This is an optimization exercise on Yosys and OpenROAD, whose aim is small area, a short achievable clock period and few clock cycles per item, not a production implementation.
At most, simulation tests tie the RTL to the original design; equivalence was not proved.
Power figures rest on the tool's default switching activity, not on a simulated workload.

==> flow/design.v (excerpt) <==
module cpu_top (
    input  logic                   clk,
    input  logic                   rst_n,
    input  logic                   inst_vld,
    input  logic                   inst_last,
    input  cpu_isa_pkg::op_t       inst_op,
    input  cpu_isa_pkg::inst_id_t  inst_id,
    input  cpu_isa_pkg::reg_id_t   inst_dst_reg,
    input  cpu_isa_pkg::reg_id_t   inst_src_reg0,
    input  cpu_isa_pkg::reg_id_t   inst_src_reg1,
    input  cpu_isa_pkg::imm_t      inst_imm,
    output logic                   fetch_vld,
    output cpu_isa_pkg::pc_t       fetch_pc,
    output cpu_isa_pkg::inst_id_t  fetch_id,
    output logic                   inst_rdy,
    output logic                   write_mem_vld,
    output cpu_isa_pkg::inst_id_t  write_mem_id,
    output cpu_isa_pkg::data_t     write_mem_addr,
    output cpu_isa_pkg::data_t     write_mem_data,
    output logic                   exec_finish
);
Size: roughly 2000 cells after synthesis, ~410 flip-flops, about 95 I/O pins, ~23000 µm² of cells after synthesis.
clock: 7.0 ns
lec_check: 0
cap_margin: 20
core_margin: 2
core_utilization: 50
cts_cluster_diameter: 100
cts_cluster_size: 24
setup_slack_margin: 3.7
slew_margin: 20
standard.sh (not shown) runs the stock make flow with config.mk's settings and CLKGATE_MAP_FILE= SYNTH_SCRIPT=/design/flow/synth_recipe.tcl, a recipe that flattens the netlist after the stock synthesis.
==> flow/flow/run.sh <==
#!/bin/bash
# The standard layout (the standard.sh, unchanged synthesis) with two
# changes: the port buffers are sky130 buf cells, which the timing repair
# may resize, instead of the delay-buffer cell buffer_ports picks by default;
# and the clock tree is built without dummy loads. make's output goes to
# make_flow.log; each ORFS step keeps its own log under orfs/logs.
set -euo pipefail
export BUFFER_PORTS_ARGS="-buffer_cell sky130_fd_sc_hd__buf_2"
export CTS_ARGS="-sink_clustering_enable -repair_clock_nets -dont_use_dummy_load -sink_clustering_size 24 -sink_clustering_max_diameter 100"
bash standard.sh > make_flow.log 2>&1
Rerun with:
--- a/flow/design.v
+++ b/flow/design.v
@@ -23,43 +23,36 @@
     input  logic                  clk,
     input  logic                  rst_n,
     input  cpu_isa_pkg::reg_id_t  rd_addr0,
     input  cpu_isa_pkg::reg_id_t  rd_addr1,
     output cpu_isa_pkg::data_t    rd_data0,
     output cpu_isa_pkg::data_t    rd_data1,
-    input  logic                  wr_en0,     
-    input  cpu_isa_pkg::reg_id_t  wr_reg0,
-    input  logic                  wr_en1,
-    input  cpu_isa_pkg::reg_id_t  wr_reg1,
+    input  logic                  wr_en,
+    input  cpu_isa_pkg::reg_id_t  wr_reg,
     input  cpu_isa_pkg::data_t    wr_data
 );
     cpu_isa_pkg::data_t        regs [0:16-1];
     logic [16-1:0]   valid;
     always_comb begin
         rd_data0 = '0;
         rd_data1 = '0;
         for (int i = 0; i < 16; i++) begin
             if (rd_addr0 == i && valid[i]) rd_data0 = rd_data0 | regs[i];
             if (rd_addr1 == i && valid[i]) rd_data1 = rd_data1 | regs[i];
         end
     end
-    logic [16-1:0]   we;
-    always_comb begin
-        for (int i = 0; i < 16; i++)
-            we[i] = (wr_en0 && wr_reg0 == i) || (wr_en1 && wr_reg1 == i);
-    end
     always_ff @(posedge clk or negedge rst_n) begin
         if (!rst_n) begin
             valid <= '0;
-        end else begin
-            valid <= valid | we;
+        end else if (wr_en) begin
+            valid[wr_reg] <= 1'b1;
         end
     end
     always_ff @(posedge clk) begin
         for (int i = 0; i < 16; i++) begin
-            if (we[i]) regs[i] <= wr_data;
+            if (wr_en && wr_reg == i) regs[i] <= wr_data;
         end
     end
 endmodule
 `timescale 1ns/1ps
 module int_unit (
     input  logic                is_add,
@@ -514,55 +507,50 @@
     logic [NX-1:0]         m_x, mul_x;
     cpu_isa_pkg::data_t    m_sum;
     cpu_isa_pkg::data_t    m_val;
     logic                  d_st, d_mul, d_add, d_cmp, d_shl, d_shr, d_addi, d_we;
     logic                  stall, go;
     cpu_isa_pkg::data_t    rf_a, rf_b, val_a, val_b;
+    logic                  rf_we;
+    cpu_isa_pkg::reg_id_t  rf_wreg;
     cpu_isa_pkg::data_t    rf_wdata;
     assign d_st   = (ib_op == cpu_isa_pkg::OP_ST);
     assign d_mul  = (ib_op == cpu_isa_pkg::OP_MUL);
     assign d_addi = (ib_op == cpu_isa_pkg::OP_ADD_IMM);
     assign d_add  = (ib_op == cpu_isa_pkg::OP_ADD) || d_addi;
     assign d_cmp  = (ib_op == cpu_isa_pkg::OP_CMP_GT);
     assign d_shl  = (ib_op == cpu_isa_pkg::OP_SHL);
     assign d_shr  = (ib_op == cpu_isa_pkg::OP_SHR);
     assign d_we   = d_add || d_cmp || d_shl || d_shr;
     logic stall_q;
     assign stall = stall_q;
     assign go    = ib_vld && !stall;
-    logic no_next_q;
     assign inst_rdy  = !ib_vld || !stall;
-    assign fetch_vld = !((inst_vld || last_acc_q) && (inst_last || no_next_q));
+    assign fetch_vld = !last_acc_q && (!inst_vld || (inst_rdy && !inst_last));
     assign fetch_pc  = pc_q;
     assign fetch_id  = pc_q;
     always_ff @(posedge clk or negedge rst_n) begin
         if (!rst_n) begin
             pc_q       <= '0;
             last_acc_q <= 1'b0;
             fin_q      <= 1'b0;
             ib_vld     <= 1'b0;
         end else begin
             if (fetch_vld) pc_q <= pc_q + 1'b1;
-            last_acc_q <= last_acc_d;
+            if (inst_vld && inst_rdy && inst_last) last_acc_q <= 1'b1;
             if (x_last) fin_q <= 1'b1;
-            ib_vld <= ib_vld_d;
+            if (inst_rdy) ib_vld <= inst_vld;
         end
     end
-    logic stall_d, ib_vld_d, last_acc_d;
-    assign stall_d    = go && d_mul &&
-                        ((inst_src_reg0 == ib_dst) ||
-                         (inst_op != cpu_isa_pkg::OP_ADD_IMM && inst_src_reg1 == ib_dst));
-    assign ib_vld_d   = inst_rdy ? inst_vld : ib_vld;
-    assign last_acc_d = last_acc_q || (inst_vld && inst_rdy && inst_last);
     always_ff @(posedge clk or negedge rst_n) begin
         if (!rst_n) begin
-            stall_q   <= 1'b0;
-            no_next_q <= 1'b0;
+            stall_q <= 1'b0;
         end else begin
-            stall_q   <= stall_d;
-            no_next_q <= last_acc_d || (ib_vld_d && stall_d);
+            stall_q <= go && d_mul &&
+                       ((inst_src_reg0 == ib_dst) ||
+                        (inst_op != cpu_isa_pkg::OP_ADD_IMM && inst_src_reg1 == ib_dst));
         end
     end
     always_ff @(posedge clk) begin
         if (inst_rdy) begin
             ib_last <= inst_last;
             ib_op   <= inst_op;
@@ -576,16 +564,14 @@
         .clk      (clk),
         .rst_n    (rst_n),
         .rd_addr0 (ib_s0),
         .rd_addr1 (ib_s1),
         .rd_data0 (rf_a),
         .rd_data1 (rf_b),
-        .wr_en0   (x_we),
-        .wr_reg0  (x_dst),
-        .wr_en1   (m_vld && !x_we),
-        .wr_reg1  (m_dst),
+        .wr_en    (rf_we),
+        .wr_reg   (rf_wreg),
         .wr_data  (rf_wdata)
     );
     assign m_sum = m_s + m_c;
     assign m_val = {m_sum[W-1] ^ (^m_x), m_sum[W-2:0]};
     always_comb begin
         if (x_we && x_dst == ib_s0)      val_a = alu_res;
@@ -645,12 +631,14 @@
         .two   (x_two),
         .neg   (x_neg),
         .sum_s (mul_s),
         .sum_c (mul_c),
         .sum_x (mul_x)
     );
+    assign rf_we    = x_we || m_vld;
+    assign rf_wreg  = x_we ? x_dst : m_dst;
     assign rf_wdata = x_we ? alu_res : m_val;
     always_ff @(posedge clk or negedge rst_n) begin
         if (!rst_n) begin
             m_vld <= 1'b0;
         end else begin
             m_vld <= x_mul || (m_vld && x_we && x_dst != m_dst);
=> Global-route usage came out lower by 0.99 points; worst setup slack gets better by 0.037 ns; clock skew falls by 0.011 ns; utilization came out higher by 1.1 points; routed wire length fell by 1.0%; total power increases by 13%; maximum frequency goes up by 1.1%.
Testbench counts after the change, summed over its fixed seeds: cycles 23,762, insts 22,445.
No functional check of the RTL was part of the first run of this note.

[afterwards: timing with drivers on the ports]
How much do the figures lean on ideal ports? The routed layouts below were timed once more, with nothing changed but the port constraints. Step 1 (the two cells are an assumption about what drives the block):
set clk [get_ports {clk}]
set_driving_cell -lib_cell sky130_fd_sc_hd__clkbuf_16 $clk
set_driving_cell -lib_cell sky130_fd_sc_hd__buf_2 [delete_from_list [all_inputs] $clk]
Step 2 times the ports against the registers' clock, not the clock port: input delays grow and output delays shrink by t, the midpoint of the rising clock arrivals with the driver on. Slacks: ideal ports / drivers / drivers and shift; pairs: ideal ports / drivers.
run	shift t [ns]	setup WS [ns]	worst hold slack (ns)	slew at the worst register clock pin (ns)
the first run	0.611	3.661 / 3.661 / 3.661	0.453 / 0.453 / 0.453	0.10 / 0.10
the second run	0.606	3.698 / 3.659 / 3.659	0.453 / 0.453 / 0.453	0.10 / 0.10
After both steps every run listed still meets setup and hold. For the second run, which loses most, drivers alone change the setup slack by -0.039 ns; drivers and shift together by -0.039 ns.
